This design comes from an exercise in tuning for small area on the open sky130 flow, not from production work.
Function was checked by simulation only, so behaviour that the tests miss may differ from the original.
Power is estimated from default activity; no workload was simulated.

==> flow/design.v <==
package usbAudioPkg;
   typedef struct packed {
      logic       valid;       
      logic       sop;         
      logic       eop;         
      logic       setup;       
      logic [7:0] data;
   } rxPktT;
   typedef struct packed {
      logic       ready;       
      logic       seq;         
      logic       zeroLength;  
      logic [7:0] data;
   } txPktT;
   typedef enum logic [3:0] {
      REQ_OTHER, REQ_SET_ADDRESS, REQ_SET_CONFIGURATION, REQ_SET_INTERFACE,
      REQ_SET_CUR, REQ_GET_CUR, REQ_GET_MIN, REQ_GET_MAX, REQ_GET_RES
   } requestT;
   typedef struct packed {
      logic        isStd;       
      logic        isClass;     
      requestT     request;
      logic [7:0]  valueLo;     
      logic        valueHi1;    
      logic        valueHi2;    
      logic        indexLo0;    
      logic        indexLo1;    
      logic        indexHi0;    
      logic        indexHi2;    
   } setupT;
   typedef struct packed {
      logic signed [15:0] right;
      logic signed [15:0] left;
   } sampleT;
   typedef struct packed {
      logic [15:0] right;
      logic [15:0] left;
   } volumeT;
endpackage
`timescale 1ns/100ps
module setupParser (
   input  logic                Clk,
   input  logic                rst,
   input  logic [3:0]          endpoint,
   input  usbAudioPkg::rxPktT  rx,
   output usbAudioPkg::rxPktT  ep0Rx,
   output usbAudioPkg::setupT  setup,
   output logic                setupDone
);
   logic [3:0] byteCount;    
   logic       startSetup;
   always_comb begin
      ep0Rx       = rx;
      ep0Rx.valid = rx.valid && (endpoint == 4'd0);
   end
   assign startSetup = ep0Rx.valid && ep0Rx.sop && ep0Rx.setup;
   assign setupDone  = ep0Rx.valid && ep0Rx.eop && (byteCount == 4'd8);
   always_ff @(posedge Clk) begin
      if (rst) begin
         byteCount <= 4'd0;
      end else if (startSetup) begin
         byteCount <= 4'd1;                  
      end else if (ep0Rx.valid && byteCount != 4'd0) begin
         if (ep0Rx.eop)
            byteCount <= 4'd0;               
         else if (byteCount != 4'd8)
            byteCount <= byteCount + 4'd1;
      end
   end
   always_ff @(posedge Clk) begin
      if (startSetup) begin
         setup.isStd   <= ep0Rx.data[6:5] == 2'b00;
         setup.isClass <= ep0Rx.data[6:5] == 2'b01;
      end else if (ep0Rx.valid && !ep0Rx.eop) begin
         case (byteCount)
            4'd1: begin
               case (ep0Rx.data)
                  8'd5:       setup.request <= usbAudioPkg::REQ_SET_ADDRESS;
                  8'd9: setup.request <= usbAudioPkg::REQ_SET_CONFIGURATION;
                  8'd11:     setup.request <= usbAudioPkg::REQ_SET_INTERFACE;
                  8'h01:           setup.request <= usbAudioPkg::REQ_SET_CUR;
                  8'h81:           setup.request <= usbAudioPkg::REQ_GET_CUR;
                  8'h82:           setup.request <= usbAudioPkg::REQ_GET_MIN;
                  8'h83:           setup.request <= usbAudioPkg::REQ_GET_MAX;
                  8'h84:           setup.request <= usbAudioPkg::REQ_GET_RES;
                  default:            setup.request <= usbAudioPkg::REQ_OTHER;
               endcase
            end
            4'd2: setup.valueLo <= ep0Rx.data;
            4'd3: begin
               setup.valueHi1 <= ep0Rx.data == 8'd1;
               setup.valueHi2 <= ep0Rx.data == 8'd2;
            end
            4'd4: begin
               setup.indexLo0 <= ep0Rx.data == 8'd0;
               setup.indexLo1 <= ep0Rx.data == 8'd1;
            end
            4'd5: begin
               setup.indexHi0 <= ep0Rx.data == 8'd0;
               setup.indexHi2 <= ep0Rx.data == 8'd2;
            end
            default: ;                       
         endcase
      end
   end
endmodule
`timescale 1ns/100ps
module controlEndpoint (
   input  logic                 Clk,
   input  logic                 rst,
   input  logic                 busReset,
   input  usbAudioPkg::rxPktT   ep0Rx,
   input  usbAudioPkg::setupT   setup,
   input  logic                 setupDone,
   input  logic                 inWaitRequest,
   input  logic                 inAck,
   input  logic                 error,
   output usbAudioPkg::txPktT   tx,
   output logic                 stall,
   output logic [6:0]           address,
   output logic                 active,
   output logic                 mute,
   output usbAudioPkg::volumeT  volume
);
   typedef enum logic [2:0] {
      IDLE, DECODE, SET_DATA, STATUS, SEND, WAIT_ACK, GET_STATUS
   } stateT;
   stateT       state;
   logic        busResetQ;
   logic        ctlRst;
   logic [7:0]  shiftReg;         
   logic [1:0]  bytesLeft;
   logic [15:0] setValue;         
   logic        gotLow;
   logic [15:0] reply;
   logic [1:0]  replyLen;
   logic        getOk, stdOk;
   logic        isStd, isClass, toUnit;
   logic        selMute, selVolL, selVolR, selVol;
   assign isStd   = setup.isStd;
   assign isClass = setup.isClass;
   assign toUnit  = setup.indexHi2 && setup.indexLo0;           
   assign selMute = toUnit && setup.valueHi1 && setup.valueLo == 8'd0;
   assign selVolL = toUnit && setup.valueHi2 && setup.valueLo == 8'd1;
   assign selVolR = toUnit && setup.valueHi2 && setup.valueLo == 8'd2;
   assign selVol  = selVolL || selVolR;
   assign stdOk = isStd && (setup.request == usbAudioPkg::REQ_SET_ADDRESS ||
                            setup.request == usbAudioPkg::REQ_SET_CONFIGURATION ||
                            setup.request == usbAudioPkg::REQ_SET_INTERFACE);
   always_comb begin
      reply    = 16'h0000;
      replyLen = 2'd2;
      getOk    = 1'b0;
      if (isClass) begin
         case (setup.request)
            usbAudioPkg::REQ_GET_CUR: begin
               getOk = selMute || selVol;
               if (selMute) begin
                  reply    = {15'd0, mute};
                  replyLen = 2'd1;           
               end else if (selVolL) begin
                  reply = volume.left;
               end else begin
                  reply = volume.right;
               end
            end
            usbAudioPkg::REQ_GET_MIN: begin getOk = selVol; reply = 16'h0000; end
            usbAudioPkg::REQ_GET_MAX: begin getOk = selVol; reply = 16'h7FFF; end
            usbAudioPkg::REQ_GET_RES: begin getOk = selVol; reply = 16'h0001; end
            default: ;
         endcase
      end
   end
   always_ff @(posedge Clk) begin
      if (rst) busResetQ <= 1'b0;
      else     busResetQ <= busReset;
   end
   assign ctlRst = rst || busResetQ;
   always_ff @(posedge Clk) begin
      if (ctlRst) begin
         state         <= IDLE;
         stall         <= 1'b0;
         address       <= 7'd0;
         active        <= 1'b0;                  
         mute          <= 1'b0;
         volume        <= {16'd868, 16'd868};    
         tx.ready      <= 1'b0;
         tx.seq        <= 1'b0;
         tx.zeroLength <= 1'b0;
      end else if (setupDone) begin
         state    <= DECODE;                     
         stall    <= 1'b0;
         tx.ready <= 1'b0;
         tx.seq   <= 1'b1;                       
      end else begin
         case (state)
            IDLE: ;
            DECODE: begin
               gotLow <= 1'b0;
               if (stdOk) begin
                  tx.ready      <= 1'b1;         
                  tx.zeroLength <= 1'b1;
                  state         <= STATUS;
               end else if (isClass && setup.request == usbAudioPkg::REQ_SET_CUR && (selMute || selVol)) begin
                  state <= SET_DATA;
               end else if (getOk) begin
                  {shiftReg, tx.data} <= reply;
                  bytesLeft           <= replyLen;
                  tx.ready            <= 1'b1;
                  tx.zeroLength       <= 1'b0;
                  state               <= SEND;
               end else begin
                  stall <= 1'b1;                 
                  state <= IDLE;
               end
            end
            SET_DATA: begin
               if (ep0Rx.valid && ep0Rx.eop) begin
                  if (selMute)      mute         <= setValue[0];
                  else if (selVolL) volume.left  <= setValue;
                  else              volume.right <= setValue;
                  tx.ready      <= 1'b1;
                  tx.zeroLength <= 1'b1;
                  state         <= STATUS;
               end else if (ep0Rx.valid) begin
                  if (!gotLow) setValue[7:0]  <= ep0Rx.data;   
                  else         setValue[15:8] <= ep0Rx.data;
                  gotLow <= 1'b1;
               end
            end
            STATUS: begin
               if (inAck) begin
                  if (isStd && setup.request == usbAudioPkg::REQ_SET_ADDRESS)
                     address <= setup.valueLo[6:0];
                  if (isStd && setup.request == usbAudioPkg::REQ_SET_INTERFACE &&
                      setup.indexHi0 && setup.indexLo1)    
                     active <= setup.valueLo[0];
                  tx.ready <= 1'b0;
                  state    <= IDLE;
               end
            end
            SEND: begin
               if (ep0Rx.valid && ep0Rx.eop) begin
                  tx.ready <= 1'b0;              
                  state    <= IDLE;
               end else if (error) begin
                  {shiftReg, tx.data} <= reply;  
                  bytesLeft           <= replyLen;
               end else if (!inWaitRequest) begin
                  if (bytesLeft == 2'd1) begin
                     tx.ready <= 1'b0;
                     state    <= WAIT_ACK;
                  end else begin
                     {shiftReg, tx.data} <= {8'd0, shiftReg};
                     bytesLeft           <= bytesLeft - 2'd1;
                  end
               end
            end
            WAIT_ACK: begin
               if (error) begin
                  {shiftReg, tx.data} <= reply;
                  bytesLeft           <= replyLen;
                  tx.ready            <= 1'b1;
                  state               <= SEND;
               end else if (inAck) begin
                  tx.seq        <= ~tx.seq;
                  tx.zeroLength <= 1'b1;
                  tx.ready      <= 1'b1;
                  state         <= GET_STATUS;
               end
            end
            GET_STATUS: begin
               if (ep0Rx.valid && ep0Rx.eop) begin
                  tx.ready <= 1'b0;              
                  state    <= IDLE;
               end else if (inAck) begin
                  tx.seq <= ~tx.seq;
               end
            end
            default: state <= IDLE;
         endcase
      end
   end
endmodule
`timescale 1ns/100ps
module audioFifo (
   input  logic                Clk,
   input  logic                rst,
   input  logic                active,
   input  logic [3:0]          endpoint,
   input  usbAudioPkg::rxPktT  rx,
   input  logic                audioClk,      
   output usbAudioPkg::sampleT sample         
);
   localparam int AW = 8;
   localparam int NW = 2**AW;
   logic                phase;        
   logic [AW+1:0]       wrAddr;       
   logic                wrClr, wrInc, wrEop;    
   logic [7:0]          wrByte;       
   logic [AW+1:0]       wrPtr;        
   logic [AW-1:0]       rdAddr;       
   logic [AW-1:0]       level;
   logic                fifoReady;
   logic [1:0]          audioSync;
   logic                ep1Byte, ep1Eop, audioFall;
   logic [31:0]         col;          
   logic [NW/8-1:0]     grpWr;        
   logic [7:0]          locWr;        
   logic [3:0]          laneN;        
   logic [NW/8-1:0]     rdGrp;        
   logic [7:0]          rdLoc;        
   logic [32*NW/8-1:0]  grpN;         
   logic [32*NW/32-1:0] supBits;      
   logic [31:0]         rdWord;
   assign ep1Byte   = active && (endpoint == 4'd1) && rx.valid && !rx.eop;
   assign ep1Eop    = (endpoint == 4'd1) && rx.valid && rx.eop;
   assign audioFall = audioSync == 2'b10;
   always_ff @(posedge Clk)
      phase <= !rst && !phase;
   always_comb begin
      wrPtr = wrAddr;
      if (wrClr)
         wrPtr = '0;
      else if (wrInc)
         wrPtr = wrAddr + 1'b1;
      else if (wrEop)
         wrPtr[1:0] = 2'd0;          
   end
   always_ff @(posedge Clk) begin
      wrClr  <= rst || !active;
      wrInc  <= ep1Byte;
      wrEop  <= ep1Eop;
      wrByte <= rx.data;
      wrAddr <= wrPtr;
   end
   always_comb begin
      for (int l = 0; l < 4; l++) begin
         col[8*l +: 8] = (wrAddr[1:0] == 2'(l)) ? wrByte ^ {8{phase}} : 8'hFF;
         laneN[l]      = wrAddr[1:0] != 2'(l);
      end
      for (int k = 0; k < 8; k++) begin
         locWr[k] = wrAddr[4:2] == 3'(k);
         rdLoc[k] = rdAddr[2:0] == 3'(k);
      end
      for (int g = 0; g < NW/8; g++) begin
         grpWr[g] = wrInc && wrAddr[AW+1:5] == (AW-3)'(g);
         rdGrp[g] = rdAddr[AW-1:3] == (AW-3)'(g);
      end
   end
   for (genvar g = 0; g < NW/8; g++) begin : g_grp
      fifoGroup grp (
         .Clk   (Clk),
         .grpWr (grpWr[g]),
         .locWr (locWr),
         .laneN (laneN),
         .col   (col),
         .rdGrp (rdGrp[g]),
         .rdLoc (rdLoc),
         .grpN  (grpN[32*g +: 32])
      );
   end
   for (genvar s = 0; s < NW/32; s++) begin : g_sup
      fifoNand4 sup (
         .a (grpN[128*s +: 32]),
         .b (grpN[128*s + 32 +: 32]),
         .c (grpN[128*s + 64 +: 32]),
         .d (grpN[128*s + 96 +: 32]),
         .y (supBits[32*s +: 32])
      );
   end
   always_comb begin
      rdWord = '0;
      for (int s = 0; s < NW/32; s++)
         rdWord = rdWord | supBits[32*s +: 32];
   end
   always_ff @(posedge Clk) begin
      level <= wrPtr[AW+1:2] - rdAddr;     
      if (rst) audioSync <= 2'b00;
      else     audioSync <= {audioSync[0], audioClk};
   end
   always_ff @(posedge Clk) begin
      if (rst || !active) begin
         rdAddr    <= '0;
         fifoReady <= 1'b0;
         sample    <= '0;
      end else begin
         if (fifoReady && level < 8'h20)
            fifoReady <= 1'b0;
         else if (!fifoReady && level > 8'h80)
            fifoReady <= 1'b1;
         if (!fifoReady) begin
            sample <= '0;                    
         end else if (audioFall) begin
            sample <= ~(rdWord ^ {32{phase}});
            rdAddr <= rdAddr + 1'b1;
         end
      end
   end
endmodule
module fifoGroup (
   input  logic        Clk,
   input  logic        grpWr,         
   input  logic [7:0]  locWr,         
   input  logic [3:0]  laneN,         
   input  logic [31:0] col,           
   input  logic        rdGrp,         
   input  logic [7:0]  rdLoc,         
   output logic [31:0] grpN           
);
   logic [127:0] pairBits;
   for (genvar p = 0; p < 4; p++) begin : g_pair
      logic [1:0] wordWrN, rdSelN;
      logic [7:0] laneWr;
      fifoDec2 dec (
         .grpWr   (grpWr),
         .locWr   (locWr[2*p +: 2]),
         .laneN   (laneN),
         .rdGrp   (rdGrp),
         .rdLoc   (rdLoc[2*p +: 2]),
         .wordWrN (wordWrN),
         .laneWr  (laneWr),
         .rdSelN  (rdSelN)
      );
      fifoStore2 store (
         .Clk     (Clk),
         .laneWr  (laneWr),
         .wordWrN (wordWrN),
         .col     (col),
         .rdSelN  (rdSelN),
         .rdBits  (pairBits[32*p +: 32])
      );
   end
   assign grpN = ~(pairBits[31:0] | pairBits[63:32] | pairBits[95:64] | pairBits[127:96]);
endmodule
module fifoDec2 (
   input  logic       grpWr,
   input  logic [1:0] locWr,
   input  logic [3:0] laneN,
   input  logic       rdGrp,
   input  logic [1:0] rdLoc,
   output logic [1:0] wordWrN,        
   output logic [7:0] laneWr,         
   output logic [1:0] rdSelN          
);
   for (genvar j = 0; j < 2; j++) begin : g_word
      assign wordWrN[j] = ~(grpWr & locWr[j]);
      assign rdSelN[j]  = ~(rdGrp & rdLoc[j]);
      fifoLaneDec lane (
         .wordWrN (wordWrN[j]),
         .laneN   (laneN),
         .laneWr  (laneWr[4*j +: 4])
      );
   end
endmodule
module fifoLaneDec (
   input  logic       wordWrN,
   input  logic [3:0] laneN,
   output logic [3:0] laneWr
);
   assign laneWr = ~({4{wordWrN}} | laneN);
endmodule
module fifoStore2 (
   input  logic        Clk,
   input  logic [7:0]  laneWr,        
   input  logic [1:0]  wordWrN,       
   input  logic [31:0] col,           
   input  logic [1:0]  rdSelN,        
   output logic [31:0] rdBits         
);
   logic [31:0] q0, q1;               
   for (genvar i = 0; i < 32; i++) begin : g_bit
      always_ff @(posedge Clk) begin
         q0[i] <= ~((q0[i] | laneWr[i/8])     & (col[i] | wordWrN[0]));
         q1[i] <= ~((q1[i] | laneWr[4 + i/8]) & (col[i] | wordWrN[1]));
      end
   end
   assign rdBits = ~((q0 | {32{rdSelN[0]}}) & (q1 | {32{rdSelN[1]}}));
endmodule
module fifoNand4 (
   input  logic [31:0] a, b, c, d,
   output logic [31:0] y
);
   assign y = ~(a & b & c & d);
endmodule
`timescale 1ns/100ps
module usbAudio (
   input  logic                 Clk,
   input  logic                 rst,
   input  logic                 busReset,
   input  logic [3:0]           endpoint,
   input  usbAudioPkg::rxPktT   rx,
   input  logic                 inWaitRequest,
   input  logic                 inAck,
   input  logic                 error,
   input  logic                 audioClk,
   output usbAudioPkg::txPktT   tx,
   output logic                 stall,
   output logic [6:0]           address,
   output logic                 active,
   output logic                 mute,
   output usbAudioPkg::volumeT  volume,
   output usbAudioPkg::sampleT  sample
);
   usbAudioPkg::rxPktT ep0Rx;      
   usbAudioPkg::setupT setup;
   logic               setupDone;
   setupParser parser (
      .Clk       (Clk),
      .rst       (rst),
      .endpoint  (endpoint),
      .rx        (rx),
      .ep0Rx     (ep0Rx),
      .setup     (setup),
      .setupDone (setupDone)
   );
   controlEndpoint control (
      .Clk           (Clk),
      .rst           (rst),
      .busReset      (busReset),
      .ep0Rx         (ep0Rx),
      .setup         (setup),
      .setupDone     (setupDone),
      .inWaitRequest (inWaitRequest),
      .inAck         (inAck),
      .error         (error),
      .tx            (tx),
      .stall         (stall),
      .address       (address),
      .active        (active),
      .mute          (mute),
      .volume        (volume)
   );
   audioFifo fifo (
      .Clk      (Clk),
      .rst      (rst),
      .active   (active),
      .endpoint (endpoint),
      .rx       (rx),
      .audioClk (audioClk),
      .sample   (sample)
   );
endmodule
==> flow/flow/run.sh <==
#!/bin/bash
# The standard layout, with the sample buffer placed as a regular array
# (flow/place_array.tcl) before global placement, and a clock tree without
# dummy loads. Runs in the standard flow's work folder.
set -euo pipefail
here=$(pwd)
export PRE_GLOBAL_PLACE_SKIP_IO_TCL=$here/flow/place_array.tcl
export PRE_GLOBAL_PLACE_TCL=$here/flow/place_array.tcl
export POST_GLOBAL_PLACE_TCL=$here/flow/unfix.tcl
export CTS_ARGS="-sink_clustering_enable -repair_clock_nets -dont_use_dummy_load -buf_list sky130_fd_sc_hd__clkbuf_8 -sink_clustering_size 16 -sink_clustering_max_diameter 50"
bash standard.sh > $here/standard_flow.log 2>&1
==> flow/flow/array_impl.tcl <==
# Place the sample buffer as a regular array before global placement.
#
# Word w of the buffer (group g = w/8, pair p = (w%8)/2, half j = w%2) gets
# row ARRAY_ROW0 + w. Each row holds a strip of ARRAY_LEFT_SITES sites for
# the word's two NAND2 strobes (write, read), then 16 bit-pair columns of
# ARRAY_COL_PITCH sites. In column c, for bits b0 = 2c and b1 = 2c+1:
#   even row (word 2p):   [lane], flop b0, gate b0, read b0, flop b1, gate b1
#   odd row  (word 2p+1): [lane], flop b0, gate b0, flop b1, gate b1, read b1
# where gate is the cell driving the flop's D, read the first stage of the
# read multiplexer shared by the two words of the pair, and lane the NOR2
# byte-lane strobe of the word, at the first column of each lane (c%4 == 0).
# The second read stage (NOR4 per bit and group) goes into the group's rows
# 2(c%4) and 2(c%4)+1 for bits 2c and 2c+1, the third (NAND4 per bit and
# four groups) into rows 8+2((c+1)%4) and the next of its 32 rows, each at
# the end of the column of its bit. ARRAY_CELL_GAP empty sites
# follow each cell, for pin access. Cells are placed FIRM so that global
# placement fits the rest of the design around them.

set left_sites [expr {[info exists ::env(ARRAY_LEFT_SITES)] ? $::env(ARRAY_LEFT_SITES) : 24}]
set col_pitch  [expr {[info exists ::env(ARRAY_COL_PITCH)] ? $::env(ARRAY_COL_PITCH) : 64}]
set row0       [expr {[info exists ::env(ARRAY_ROW0)] ? $::env(ARRAY_ROW0) : 7}]
set cell_gap   [expr {[info exists ::env(ARRAY_CELL_GAP)] ? $::env(ARRAY_CELL_GAP) : 1}]

set block [ord::get_db_block]
set rows [lsort -command {apply {{a b} {expr {[lindex [$a getOrigin] 1] - [lindex [$b getOrigin] 1]}}}} [$block getRows]]
set site_w [[[lindex $rows 0] getSite] getWidth]

proc esc {s} { return [string map {\[ \\\[ \] \\\]} $s] }

proc flop {g p j b} {
  global block
  set name [esc "fifo.g_grp\[$g\].grp.g_pair\[$p\].store.q$j\[$b\]"]\$_DFF_P_
  set inst [$block findInst $name]
  if {$inst eq "NULL"} { error "no flop $name" }
  return $inst
}

# The cell driving the first of the named nets that exists (Yosys names a
# net after one of the wires it joins, from any level of the hierarchy)
proc netdrv {args} {
  global block
  foreach name $args {
    set net [$block findNet [esc $name]]
    if {$net eq "NULL"} continue
    foreach it [$net getITerms] {
      if {[$it isOutputSignal]} { return [$it getInst] }
    }
    error "no driver for net $name"
  }
  error "no net [lindex $args 0]"
}

proc driver {inst pin} {
  set net [[$inst findITerm $pin] getNet]
  foreach it [$net getITerms] {
    if {[$it isOutputSignal]} { return [$it getInst] }
  }
  error "no driver for [$inst getName]/$pin"
}

# The read gate of a bit of a pair: the cell that both words' flops feed,
# other than their own D gates.
proc readgate {f0 f1 g0 g1} {
  set a {}
  foreach it [[[$f0 findITerm Q] getNet] getITerms] {
    if {[$it isInputSignal]} { lappend a [[$it getInst] getName] }
  }
  foreach it [[[$f1 findITerm Q] getNet] getITerms] {
    if {![$it isInputSignal]} continue
    set i [$it getInst]
    if {$i ne $g0 && $i ne $g1 && [lsearch -exact $a [$i getName]] >= 0} { return $i }
  }
  error "no read gate for [$f0 getName]"
}

set first [flop 0 0 0 0]
if {[$first getPlacementStatus] eq "FIRM"} {
  puts "place_array: array already placed"
  return
}

# Sites taken by fixed cells (tap cells), per row
array set used {}
set ridx 0
foreach r $rows {
  set ry($ridx) [lindex [$r getOrigin] 1]
  set rx($ridx) [lindex [$r getOrigin] 0]
  set rn($ridx) [$r getSiteCount]
  set ro($ridx) [$r getOrient]
  set rowOfY($ry($ridx)) $ridx
  incr ridx
}
foreach inst [$block getInsts] {
  set st [$inst getPlacementStatus]
  if {$st ne "LOCKED" && $st ne "FIRM" && $st ne "COVER"} { continue }
  lassign [$inst getLocation] x y
  if {![info exists rowOfY($y)]} { continue }
  set r $rowOfY($y)
  set s0 [expr {($x - $rx($r)) / $site_w}]
  set n [expr {[[$inst getMaster] getWidth] / $site_w}]
  for {set s $s0} {$s < $s0 + $n} {incr s} { set used($r,$s) 1 }
}

proc put {inst r s} {
  global used rx ry rn ro site_w cell_gap
  set n [expr {[[$inst getMaster] getWidth] / $site_w}]
  while 1 {
    set ok 1
    for {set k 0} {$k < $n} {incr k} {
      if {[info exists used($r,[expr {$s + $k}])]} { set ok 0; set s [expr {$s + $k + 1}]; break }
    }
    if {$ok} break
  }
  if {$s + $n > $rn($r)} { error "array row $r overflows" }
  for {set k 0} {$k < $n + $cell_gap} {incr k} { set used($r,[expr {$s + $k}]) 1 }
  $inst setOrient $ro($r)
  $inst setLocation [expr {$rx($r) + $s * $site_w}] $ry($r)
  $inst setPlacementStatus FIRM
  return [expr {$s + $n + $cell_gap}]
}

set placed 0
for {set g 0} {$g < 32} {incr g} {
  for {set p 0} {$p < 4} {incr p} {
    set pre "fifo.g_grp\[$g\].grp.g_pair\[$p\]"
    for {set j 0} {$j < 2} {incr j} {
      set rr($j) [expr {$row0 + 8 * $g + 2 * $p + $j}]
      set s 0
      set s [put [netdrv "$pre.wordWrN\[$j\]" "$pre.dec.g_word\[$j\].lane.wordWrN" "$pre.dec.wordWrN\[$j\]"] $rr($j) $s]
      set s [put [netdrv "$pre.rdSelN\[$j\]" "$pre.dec.rdSelN\[$j\]" "$pre.store.rdSelN\[$j\]"] $rr($j) $s]
      incr placed 2
    }
    for {set c 0} {$c < 16} {incr c} {
      set base [expr {$left_sites + $c * $col_pitch}]
      set b0 [expr {2 * $c}]
      set b1 [expr {2 * $c + 1}]
      foreach b [list $b0 $b1] {
        set f0($b) [flop $g $p 0 $b]
        set f1($b) [flop $g $p 1 $b]
        set g0($b) [driver $f0($b) D]
        set g1($b) [driver $f1($b) D]
        set rd($b) [readgate $f0($b) $f1($b) $g0($b) $g1($b)]
      }
      set l0 {}
      set l1 {}
      if {$c % 4 == 0} {
        set l0 [list [netdrv "$pre.laneWr\[[expr {$c / 4}]\]" "$pre.dec.g_word\[0\].lane.laneWr\[[expr {$c / 4}]\]"]]
        set l1 [list [netdrv "$pre.laneWr\[[expr {4 + $c / 4}]\]" "$pre.dec.g_word\[1\].lane.laneWr\[[expr {$c / 4}]\]"]]
      }
      set s $base
      foreach inst [concat $l0 [list $f0($b0) $g0($b0) $rd($b0) $f0($b1) $g0($b1)]] { set s [put $inst $rr(0) $s]; incr placed }
      set s $base
      foreach inst [concat $l1 [list $f1($b0) $g1($b0) $f1($b1) $g1($b1) $rd($b1)]] { set s [put $inst $rr(1) $s]; incr placed }
    }
  }
  # Second read stage of the group
  for {set b 0} {$b < 32} {incr b} {
    set base [expr {$left_sites + ($b / 2) * $col_pitch}]
    put [netdrv "fifo.grpN\[[expr {32 * $g + $b}]\]" "fifo.g_grp\[$g\].grp.grpN\[$b\]"] [expr {$row0 + 8 * $g + 2 * (($b / 2) % 4) + $b % 2}] $base
    incr placed
  }
}
# Third read stage
for {set sp 0} {$sp < 8} {incr sp} {
  for {set b 0} {$b < 32} {incr b} {
    set base [expr {$left_sites + ($b / 2) * $col_pitch}]
    put [netdrv "fifo.supBits\[[expr {32 * $sp + $b}]\]" "fifo.g_sup\[$sp\].sup.y\[$b\]"] [expr {$row0 + 32 * $sp + 8 + 2 * (($b / 2 + 1) % 4) + $b % 2}] $base
    incr placed
  }
}
puts "place_array: placed $placed cells in rows $row0 .. [expr {$row0 + 255}]"
==> flow/flow/downsize.tcl <==
# Swap each combinational cell for the smallest cell of its family (same
# function, other drive strength), since synthesis sizes for speed and the
# clock period leaves plenty of slack. The resizer then upsizes or buffers
# only what the layout needs. Flip-flops, buffers, inverters, clock and
# physical cells are left alone.
set db [ord::get_db]
set dont_use {}
if {[info exists ::env(DONT_USE_CELLS)]} { set dont_use $::env(DONT_USE_CELLS) }
array set fam {}
foreach lib [$db getLibs] {
  foreach m [$lib getMasters] {
    set n [$m getName]
    if {![regexp {^(sky130_fd_sc_hd__[a-z0-9]+)_([0-9]+)$} $n -> base drive]} continue
    set skip 0
    foreach pat $dont_use { if {[string match $pat $n]} { set skip 1 } }
    if {$skip} continue
    lappend fam($base) [list $m [expr {[$m getWidth] * [$m getHeight]}] $drive]
  }
}
set swapped 0
set saved 0
foreach inst [[ord::get_db_block] getInsts] {
  set m [$inst getMaster]
  set n [$m getName]
  if {![regexp {^(sky130_fd_sc_hd__([a-z0-9]+))_([0-9]+)$} $n -> base short drive]} continue
  if {[regexp {^(df|edf|sdf|sedf|dl|buf|clk|inv|tap|fill|decap|conb|diode|lpflow|probe|ebuf|einv|bufinv|dly)} $short]} continue
  if {![info exists fam($base)]} continue
  set best $m
  set barea [expr {[$m getWidth] * [$m getHeight]}]
  set bdrive $drive
  foreach c $fam($base) {
    lassign $c cm ca cd
    if {$ca < $barea || ($ca == $barea && $cd > $bdrive && $cd <= $drive)} {
      set best $cm; set barea $ca; set bdrive $cd
    }
  }
  if {$best ne $m} {
    set saved [expr {$saved + [$m getWidth] * [$m getHeight] - $barea}]
    $inst swapMaster $best
    incr swapped
  }
}
puts "downsize: $swapped cells, [expr {$saved / 1e6}] um2"
==> flow/flow/place_array.tcl <==
# ORFS hook before global placement: downsize the synthesised cells, then
# place the sample buffer array. Both run once, at global level (hooks are
# sourced inside a proc).
set here [file dirname [info script]]
set first [[ord::get_db_block] findInst {fifo.g_grp\[0\].grp.g_pair\[0\].store.q0\[0\]$_DFF_P_}]
if {$first ne "NULL" && [$first getPlacementStatus] ne "FIRM"} {
  uplevel #0 [list source [file join $here downsize.tcl]]
}
uplevel #0 [list source [file join $here array_impl.tcl]]
==> flow/flow/unfix.tcl <==
# After global placement, let the array cells move again so that the
# standard legalization and repair steps treat them like any other cell.
set n 0
foreach inst [[ord::get_db_block] getInsts] {
  if {[$inst getPlacementStatus] eq "FIRM"} {
    $inst setPlacementStatus PLACED
    incr n
  }
}
puts "unfix: $n cells released"
==> flow/standard.sh <==
#!/bin/bash
# synth_recipe.tcl (not shown) runs the flow's synth.tcl, then flattens the netlist and writes it again
# the make line also repeats each setting of config.mk as NAME=value (left out here)
make -C /OpenROAD-flow-scripts/flow DESIGN_CONFIG=/design/flow/config.mk WORK_HOME=/design/flow/orfs CLKGATE_MAP_FILE= SYNTH_SCRIPT=/design/flow/synth_recipe.tcl "${@:-finish}"
==> flow/config.mk <==
export PLATFORM = sky130hd
export DESIGN_NAME = usbAudio
export DESIGN_NICKNAME = usbAudio
export VERILOG_FILES = /design/flow/design.v
export SDC_FILE = /design/flow/constraint.sdc
export NUM_CORES = 8
export LEC_CHECK = 0
export CAP_MARGIN = 20
export CORE_AREA = 5.06 5.44 487.14 723.52
export DIE_AREA = 0 0 492.2 728.96
export SLEW_MARGIN = 20
export SYNTH_HIERARCHICAL = 1
==> flow/constraint.sdc <==
create_clock -name core_clock -period 10.0 [get_ports {Clk}]
set_input_delay 2.0000 -clock core_clock [delete_from_list [all_inputs] [get_ports {Clk}]]
set_output_delay 2.0000 -clock core_clock [all_outputs]
set_load 0.01 [all_outputs]
==> results of run 1 <==
==> flow_summary.toml, run 1 <==
[run_status]
outcome = "stopped before the end"
lastStage = "global placement without I/O"
toolErrorMsg = "[ERROR GPL-0305] RePlAce diverged during gradient descent calculation, resulting in an invalid step length (Inf or NaN). This is often caused by numerical instability ..."

[floorplanning]
die_h_um = 729
die_w_um = 492
initial_core_util = 0.837
rows = 264

[yosys]
avgSynthCellArea_um2 = 10.8
yosysWarnings = 10
syn-num-nets = 27000
synthCells = 26900
syn-cell-area_um2 = 290000
==> inputs of run 2 (changes only) <==
==> flow/flow/array_impl.tcl (replaced) <==
# Place the sample buffer as a regular array before global placement.
#
# The array is transposed: each bit of the word has a band of 4 rows, and
# each row of a band holds that bit of 64 consecutive words (sub-row k holds
# words 64k .. 64k+63), as 32 pair columns of ARRAY_COL_PITCH sites. So the
# per-word strobes (write, lane, read) run vertically through all bands and
# the per-bit lines (write data, read tree) run along the rows.
#
# Rows, bottom up: ARRAY_ROW0 free rows for the control logic, bands 0-15,
# three decoder rows (the word write and read NAND2 strobes, below the
# word's pair column), bands 16-31, then the free top row.
#
# In pair column c of a row, for the pair's words w0 = 2c', w1 = 2c'+1:
#   flop w0, gate w0, read, flop w1, gate w1
# where gate is the cell driving the flop's D and read the first stage of
# the read multiplexer shared by the pair. After the 4th pair of a group of
# 8 words comes the group's NOR4 (second read stage), after the 9th pair of
# 16 (32 words) their NAND4 (third read stage). The lane NOR2 strobe of word
# j of a pair for byte lane l sits in band 8l + (c + 4j)%8, after the pair.
# With the default left strip and pitch, the tap cells (every 60 sites,
# offset by 30 in alternate rows) fall right after a pair's first gate or
# after its last cell. ARRAY_CELL_GAP empty sites follow each cell. Cells are
# placed FIRM so that global placement fits the rest of the design around
# them.

set left_sites [expr {[info exists ::env(ARRAY_LEFT_SITES)] ? $::env(ARRAY_LEFT_SITES) : 39}]
set col_pitch  [expr {[info exists ::env(ARRAY_COL_PITCH)] ? $::env(ARRAY_COL_PITCH) : 60}]
set row0       [expr {[info exists ::env(ARRAY_ROW0)] ? $::env(ARRAY_ROW0) : 6}]
set cell_gap   [expr {[info exists ::env(ARRAY_CELL_GAP)] ? $::env(ARRAY_CELL_GAP) : 0}]
set dec_rows 3

set block [ord::get_db_block]
set rows [lsort -command {apply {{a b} {expr {[lindex [$a getOrigin] 1] - [lindex [$b getOrigin] 1]}}}} [$block getRows]]
set site_w [[[lindex $rows 0] getSite] getWidth]

proc esc {s} { return [string map {\[ \\\[ \] \\\]} $s] }

proc flop {g p j b} {
  global block
  set name [esc "fifo.g_grp\[$g\].grp.g_pair\[$p\].store.q$j\[$b\]"]\$_DFF_P_
  set inst [$block findInst $name]
  if {$inst eq "NULL"} { error "no flop $name" }
  return $inst
}

# The cell driving the first of the named nets that exists (Yosys names a
# net after one of the wires it joins, from any level of the hierarchy)
proc netdrv {args} {
  global block
  foreach name $args {
    set net [$block findNet [esc $name]]
    if {$net eq "NULL"} continue
    foreach it [$net getITerms] {
      if {[$it isOutputSignal]} { return [$it getInst] }
    }
    error "no driver for net $name"
  }
  error "no net [lindex $args 0]"
}

proc driver {inst pin} {
  set net [[$inst findITerm $pin] getNet]
  foreach it [$net getITerms] {
    if {[$it isOutputSignal]} { return [$it getInst] }
  }
  error "no driver for [$inst getName]/$pin"
}

# The read gate of a bit of a pair: the cell that both words' flops feed,
# other than their own D gates.
proc readgate {f0 f1 g0 g1} {
  set a {}
  foreach it [[[$f0 findITerm Q] getNet] getITerms] {
    if {[$it isInputSignal]} { lappend a [[$it getInst] getName] }
  }
  foreach it [[[$f1 findITerm Q] getNet] getITerms] {
    if {![$it isInputSignal]} continue
    set i [$it getInst]
    if {$i ne $g0 && $i ne $g1 && [lsearch -exact $a [$i getName]] >= 0} { return $i }
  }
  error "no read gate for [$f0 getName]"
}

set first [flop 0 0 0 0]
if {[$first getPlacementStatus] eq "FIRM"} {
  puts "place_array: array already placed"
  return
}

# Sites taken by fixed cells (tap cells), per row
array set used {}
set ridx 0
foreach r $rows {
  set ry($ridx) [lindex [$r getOrigin] 1]
  set rx($ridx) [lindex [$r getOrigin] 0]
  set rn($ridx) [$r getSiteCount]
  set ro($ridx) [$r getOrient]
  set rowOfY($ry($ridx)) $ridx
  incr ridx
}
foreach inst [$block getInsts] {
  set st [$inst getPlacementStatus]
  if {$st ne "LOCKED" && $st ne "FIRM" && $st ne "COVER"} { continue }
  lassign [$inst getLocation] x y
  if {![info exists rowOfY($y)]} { continue }
  set r $rowOfY($y)
  set s0 [expr {($x - $rx($r)) / $site_w}]
  set n [expr {[[$inst getMaster] getWidth] / $site_w}]
  for {set s $s0} {$s < $s0 + $n} {incr s} { set used($r,$s) 1 }
}

proc put {inst r s} {
  global used rx ry rn ro site_w cell_gap
  set n [expr {[[$inst getMaster] getWidth] / $site_w}]
  while 1 {
    set ok 1
    for {set k 0} {$k < $n} {incr k} {
      if {[info exists used($r,[expr {$s + $k}])]} { set ok 0; set s [expr {$s + $k + 1}]; break }
    }
    if {$ok} break
  }
  if {$s + $n > $rn($r)} { error "array row $r overflows" }
  for {set k 0} {$k < $n + $cell_gap} {incr k} { set used($r,[expr {$s + $k}]) 1 }
  $inst setOrient $ro($r)
  $inst setLocation [expr {$rx($r) + $s * $site_w}] $ry($r)
  $inst setPlacementStatus FIRM
  return [expr {$s + $n + $cell_gap}]
}

proc bandrow {b k} {
  global row0 dec_rows
  if {$b < 16} { return [expr {$row0 + 4 * $b + $k}] }
  return [expr {$row0 + 64 + $dec_rows + 4 * ($b - 16) + $k}]
}

set placed 0
for {set b 0} {$b < 32} {incr b} {
  set lane [expr {$b / 8}]
  for {set k 0} {$k < 4} {incr k} {
    set r [bandrow $b $k]
    set s 0
    for {set c 0} {$c < 32} {incr c} {
      set pg [expr {32 * $k + $c}]
      set g [expr {$pg / 4}]
      set p [expr {$pg % 4}]
      set s [expr {max($s, $left_sites + $c * $col_pitch)}]
      set f0 [flop $g $p 0 $b]
      set f1 [flop $g $p 1 $b]
      set g0 [driver $f0 D]
      set g1 [driver $f1 D]
      set rd [readgate $f0 $f1 $g0 $g1]
      foreach inst [list $f0 $g0 $rd $f1 $g1] { set s [put $inst $r $s]; incr placed }
      foreach j {0 1} {
        if {($c + 4 * $j) % 8 == $b % 8} {
          set pre "fifo.g_grp\[$g\].grp.g_pair\[$p\]"
          set s [put [netdrv "$pre.laneWr\[[expr {4 * $j + $lane}]\]" "$pre.dec.g_word\[$j\].lane.laneWr\[$lane\]"] $r $s]
          incr placed
        }
      }
      if {$c % 4 == 3} {
        set s [put [netdrv "fifo.grpN\[[expr {32 * $g + $b}]\]" "fifo.g_grp\[$g\].grp.grpN\[$b\]"] $r $s]
        incr placed
      }
      if {$c % 16 == 8} {
        set sp [expr {$pg / 16}]
        set s [put [netdrv "fifo.supBits\[[expr {32 * $sp + $b}]\]" "fifo.g_sup\[$sp\].sup.y\[$b\]"] $r $s]
        incr placed
      }
    }
  }
}

# Decoder rows: below pair column c, the write strobes of its eight words
# (four sub-rows) in the first row, the read strobes in the second.
set rdec [expr {$row0 + 64}]
for {set c 0} {$c < 32} {incr c} {
  set s0 [expr {$left_sites + $c * $col_pitch}]
  set s1 $s0
  for {set k 0} {$k < 4} {incr k} {
    set pg [expr {32 * $k + $c}]
    set g [expr {$pg / 4}]
    set p [expr {$pg % 4}]
    set pre "fifo.g_grp\[$g\].grp.g_pair\[$p\]"
    foreach j {0 1} {
      set s0 [put [netdrv "$pre.wordWrN\[$j\]" "$pre.dec.g_word\[$j\].lane.wordWrN" "$pre.dec.wordWrN\[$j\]"] $rdec $s0]
      set s1 [put [netdrv "$pre.rdSelN\[$j\]" "$pre.dec.rdSelN\[$j\]" "$pre.store.rdSelN\[$j\]"] [expr {$rdec + 1}] $s1]
      incr placed 2
    }
  }
}
puts "place_array: placed $placed cells in rows $row0 .. [bandrow 31 3]"
==> flow/flow/place_array.tcl (replaced) <==
# ORFS hook before global placement: remove the synthesis buffers, downsize
# the synthesised cells, then place the sample buffer array. All of it runs
# once, at global level (hooks are sourced inside a proc).
set here [file dirname [info script]]
set first [[ord::get_db_block] findInst {fifo.g_grp\[0\].grp.g_pair\[0\].store.q0\[0\]$_DFF_P_}]
if {$first ne "NULL" && [$first getPlacementStatus] ne "FIRM"} {
  remove_buffers
  uplevel #0 [list source [file join $here downsize.tcl]]
}
uplevel #0 [list source [file join $here array_impl.tcl]]
--- a/flow/config.mk
+++ b/flow/config.mk
@@ -6,7 +6,8 @@
 export NUM_CORES = 8
 export LEC_CHECK = 0
 export CAP_MARGIN = 20
-export CORE_AREA = 5.06 5.44 487.14 723.52
-export DIE_AREA = 0 0 492.2 728.96
+export CORE_AREA = 5.06 5.44 906.2 380.8
+export DIE_AREA = 0 0 911.26 386.24
+export PLACE_DENSITY = 0.9
 export SLEW_MARGIN = 20
 export SYNTH_HIERARCHICAL = 1
==> run 2 against run 1 <==
The run fails in global routing. Synthesized area stayed put. Synthesized cell count stayed put.
==> flow_summary.toml, run 2 <==
[clocking]
root_buffer = "clkbuf_8"
cts_buffer_depth = 4
numCtsBuffers = 597
cts_htree_levels = 6
cts_resized = 0
post_cts_buffers = 0
holdBufCountCts = 0
clkSinkCount = 8373

[yosys]
yosysWarnings = 10
syn-num-nets = 27000
avgSynthCellArea_um2 = 10.8
synthCells = 26900
syn-cell-area_um2 = 290000

[placement]
post-dp-hpwl_mm = 873
dpl-instance-area_um2 = 278000
pre_cts_ws_ns = 3.41
numPortBuffers = 107

[floorplanning]
die_w_um = 911
io_pins = 108
initial_core_util = 0.856
rows = 138
die_h_um = 386

[run_status]
toolErrorMsg = "[ERROR GRT-0116] Global routing finished with congestion. Check the congestion regions in the DRC Viewer."
outcome = "stopped before the end"
lastStage = "global routing"

[global_routing]
grtUsageTotal = 0.676
grt-ovfl-total = 1158
grt_pass1_wl_mm = 1750
grt_pass1_vias = 268000
grt_max_degree = 121
==> run 2: layer usage <==
layer | overflow | global-route usage
met4 | 120 | 0.425
met5 | 11 | 0.606
met2 | 119 | 0.772
met1 | 507 | 0.696
met3 | 401 | 0.684
==> run 2: per-stage QoR <==
| step | power (mW) | std cells |
|---|---|---|
| 4_1_cts | 48.9 | 30400 |
| 2_1_floorplan | 34.5 | 26900 |
| 3_5_place_dp | 34.6 | 29800 |
| 3_3_place_gp | 34.6 | 29800 |
==> run 2: power groups by stage <==
stage,Combinational (mW),Sequential [mW],Clock (mW)
CTS,0.480,33.4,15.1
detailed placement,0.471,34.1,0
global placement,0.462,34.1,0
floorplan,0.338,34.1,0
==> run 2: worst min-delay path by stage <==
stage | cells past startpoint | endpoint | startpoint | slack, ns
floorplan | 1 | fifo.g_grp[0].grp.g_pair[0].store.q1[10]$_DFF_P_ | fifo.g_grp[0].grp.g_pair[0].store.q1[10]$_DFF_P_ | 0.41
global placement | 1 | fifo.g_grp[10].grp.g_pair[0].store.q0[30]$_DFF_P_ | fifo.g_grp[10].grp.g_pair[0].store.q0[30]$_DFF_P_ | 0.44
detailed placement | 1 | fifo.g_grp[0].grp.g_pair[2].store.q1[15]$_DFF_P_ | fifo.g_grp[0].grp.g_pair[2].store.q1[15]$_DFF_P_ | 0.43
CTS | 1 | fifo.g_grp[29].grp.g_pair[0].store.q1[11]$_DFF_P_ | fifo.g_grp[29].grp.g_pair[0].store.q1[11]$_DFF_P_ | 0.44
